Background: an optimization exercise with open tools, aiming at small area. Do not read the settings as production practice.
Only simulation tests tie the RTL to the original design; equivalence was not proved.
No activity file was given, so power comes from the tool's default toggle rates.

// vga_object_compositor
module vga_object_compositor #(
    parameter int NUM_OBJ = 16,
    parameter int COORD_W = 10,
    parameter int COLOR_W = 10,
    parameter int TYPE_W  = 10
) (
    input  logic                       iVGA_CLK,
    input  logic                       iRST,
    input  logic [COORD_W-1:0]         iVGA_X,
    input  logic [COORD_W-1:0]         iVGA_Y,
    input  logic                       iFrame_Start,
    input  logic                       iWr_Valid,
    output logic                       oWr_Ready,
    input  logic [$clog2(NUM_OBJ)-1:0] iWr_Idx,
    input  logic [COORD_W-1:0]         iWr_X,
    input  logic [COORD_W-1:0]         iWr_Y,
    input  logic [COORD_W-1:0]         iWr_W,
    input  logic [COORD_W-1:0]         iWr_H,
    input  logic [TYPE_W-1:0]          iWr_Type,
    input  logic                       iWr_En,
    output logic [COLOR_W-1:0]         oRed,
    output logic [COLOR_W-1:0]         oGreen,
    output logic [COLOR_W-1:0]         oBlue,
    output logic                       oHit_Valid,
    output logic [$clog2(NUM_OBJ)-1:0] oHit_Idx
);
export LEC_CHECK = 0
export CAP_MARGIN = 20
export CORE_MARGIN = 2
export CORE_UTILIZATION = 65
export SLEW_MARGIN = 20
create_clock -name core_clock -period 5.0 [get_ports {iVGA_CLK}]
standard.sh (not shown) runs the stock make flow with config.mk's settings and CLKGATE_MAP_FILE= SYNTH_SCRIPT=/design/flow/synth_recipe.tcl, a recipe that flattens the netlist after the stock synthesis.
==> flow/flow/run.sh <==
#!/bin/bash
# Own layout flow: the standard synthesis, then an area-oriented re-mapping of the
# combinational logic only (every register instance is kept as the standard synthesis made
# it), then the standard ORFS flow from floorplan on, with a smaller port buffer and a
# clock tree built from clkbuf_8 leaf clusters without dummy loads.
set -euo pipefail
W=$(pwd)
F=$W/flow
R=$W/orfs/results/${FLOW_PLATFORM}/vga_object_compositor/base
LIB=$FLOW_HOME/platforms/${FLOW_PLATFORM}/lib/sky130_fd_sc_hd__tt_025C_1v80.lib
YOSYS=$FLOW_HOME/../tools/install/yosys/bin/yosys
[ -x "$YOSYS" ] || YOSYS=yosys

# 1. Standard synthesis.
bash standard.sh synth > $W/log_1_synth.txt 2>&1
cp $R/1_2_yosys.v $W/synth_standard.v

# 2. Re-map the combinational logic for area.
SEQ=$(grep -o "sky130_fd_sc_hd__[a-z0-9_]*" $W/synth_standard.v | sort -u | grep -E "__(s?e?df|dl)" | tr '\n' ' ')
DONTUSE=""
for c in $(cat $F/dont_use.txt); do DONTUSE="$DONTUSE -dont_use $c"; done
IN=$W/synth_standard.v OUT=$W/synth_remap.v LIB=$LIB TOP=$FLOW_TOP DONTUSE="$DONTUSE" \
  SCRIPT=$F/area.abc SEQ="$SEQ" $YOSYS -c $F/remap.tcl > $W/log_2_remap.txt 2>&1
cp $W/synth_remap.v $R/1_2_yosys.v
rm -f $R/1_synth.odb
bash standard.sh synth > $W/log_3_synth_odb.txt 2>&1

# 3. Floorplan to final layout.
CTS="-sink_clustering_enable -repair_clock_nets -dont_use_dummy_load -buf_list sky130_fd_sc_hd__clkbuf_8 -sink_clustering_size 18 -sink_clustering_max_diameter 60"
bash standard.sh "CTS_ARGS=$CTS" "BUFFER_PORTS_ARGS=-buffer_cell sky130_fd_sc_hd__buf_1" finish > $W/log_4_layout.txt 2>&1
==> flow/flow/area.abc <==
strash
ifraig
scorr
dc2
strash
dch -f
map -a -B 0
topo
strash
dch -f
map -a -B 0
topo
Other scripts of this flow, unchanged in this note and not shown: flow/flow/dont_use.txt, flow/flow/remap.tcl
The baseline finished with timing, DRC and antenna clean.
Edit:
--- a/flow/flow/run.sh
+++ b/flow/flow/run.sh
@@ -28,3 +28,3 @@
 # 3. Floorplan to final layout.
-CTS="-sink_clustering_enable -repair_clock_nets -dont_use_dummy_load -buf_list sky130_fd_sc_hd__clkbuf_8 -sink_clustering_size 18 -sink_clustering_max_diameter 60"
+CTS="-sink_clustering_enable -repair_clock_nets -dont_use_dummy_load -buf_list sky130_fd_sc_hd__clkbuf_8 -sink_clustering_size 18 -sink_clustering_max_diameter 80"
 bash standard.sh "CTS_ARGS=$CTS" "BUFFER_PORTS_ARGS=-buffer_cell sky130_fd_sc_hd__buf_1" finish > $W/log_4_layout.txt 2>&1
==> flow/flow/area.abc (replaced) <==
strash
ifraig
dc2
&get -n
&deepsyn -T 60
&put
strash
dch -f
map -a
topo
- CORE_UTILIZATION: 65 -> 70
- PLACE_DENSITY: not set -> 0.8
Design area falls slightly.
Setup slack loses 0.30 ns.
Sequential power barely changes.
Power falls slightly.
Wire length falls by a few percent.
Combinational power falls by roughly a tenth.
Edit:
- CORE_UTILIZATION: 70 -> 75
- PLACE_DENSITY: 0.8 -> 0.86
Effect: The changed run completed without violations; worst hold slack gets better by 0.011 ns; synthesized cell count is unchanged; register-to-register slack is worse by 0.06 ns; global-route usage came out higher by 3.7 points; die area went down by a few percent; flip-flop and latch count stays the same.
Edit:
--- a/flow/flow/run.sh
+++ b/flow/flow/run.sh
@@ -28,3 +28,3 @@
 # 3. Floorplan to final layout.
-CTS="-sink_clustering_enable -repair_clock_nets -dont_use_dummy_load -buf_list sky130_fd_sc_hd__clkbuf_8 -sink_clustering_size 18 -sink_clustering_max_diameter 80"
+CTS="-sink_clustering_enable -repair_clock_nets -dont_use_dummy_load -buf_list sky130_fd_sc_hd__clkbuf_8 -sink_clustering_size 20 -sink_clustering_max_diameter 60"
 bash standard.sh "CTS_ARGS=$CTS" "BUFFER_PORTS_ARGS=-buffer_cell sky130_fd_sc_hd__buf_1" finish > $W/log_4_layout.txt 2>&1
==> flow/flow/area.abc (replaced) <==
strash
ifraig
scorr
dc2
strash
dch -f
map -a -B 0
topo
strash
dch -f
map -a -B 0
topo
- CORE_UTILIZATION: 75 -> 65
- PLACE_DENSITY: 0.86 -> not set
The changed run went through all stages and came out clean.
Critical path depth decreases by 6.
Sequential power barely changes.
Synthesized area is about the same.

==> port drivers added, routing unchanged <==
Ports are ideal in the flow. The routed layouts listed here were re-timed in OpenROAD.
Step 1, drivers: a clkbuf_16 drives iVGA_CLK and a buf_2 each remaining input, both assumed.
Step 2 adds t to the input delays and takes it off the output delays; t is the mean of the earliest and latest rising clock arrival at the registers after step 1. Input paths then give back, and output paths get back, about the clock's delay inside the block.
a / b / c = ideal / step 1 / step 2; a / b = the first two.
| run | shift t [ns] | setup WS [ns] | slew at the worst register clock pin (ns) | worst data-port slew with drivers (ns) |
|---|---|---|---|---|
| the first run | 0.768 | 0.824 / 0.851 / 0.083 | 0.12 / 0.12 | 0.18 |
| the second run | 0.772 | 0.526 / 0.572 / -0.200 | 0.12 / 0.12 | 0.12 |
| the third run | 0.780 | 0.489 / 0.527 / -0.253 | 0.11 / 0.11 | 0.14 |
| the fourth run | 0.754 | 0.799 / 0.845 / 0.091 | 0.12 / 0.12 | 0.17 |
With both steps, setup timing fails in the second run and the third run, where it was met with ideal ports. For the third run, which loses most, drivers alone change the setup slack by +0.038 ns; drivers and shift together by -0.742 ns.
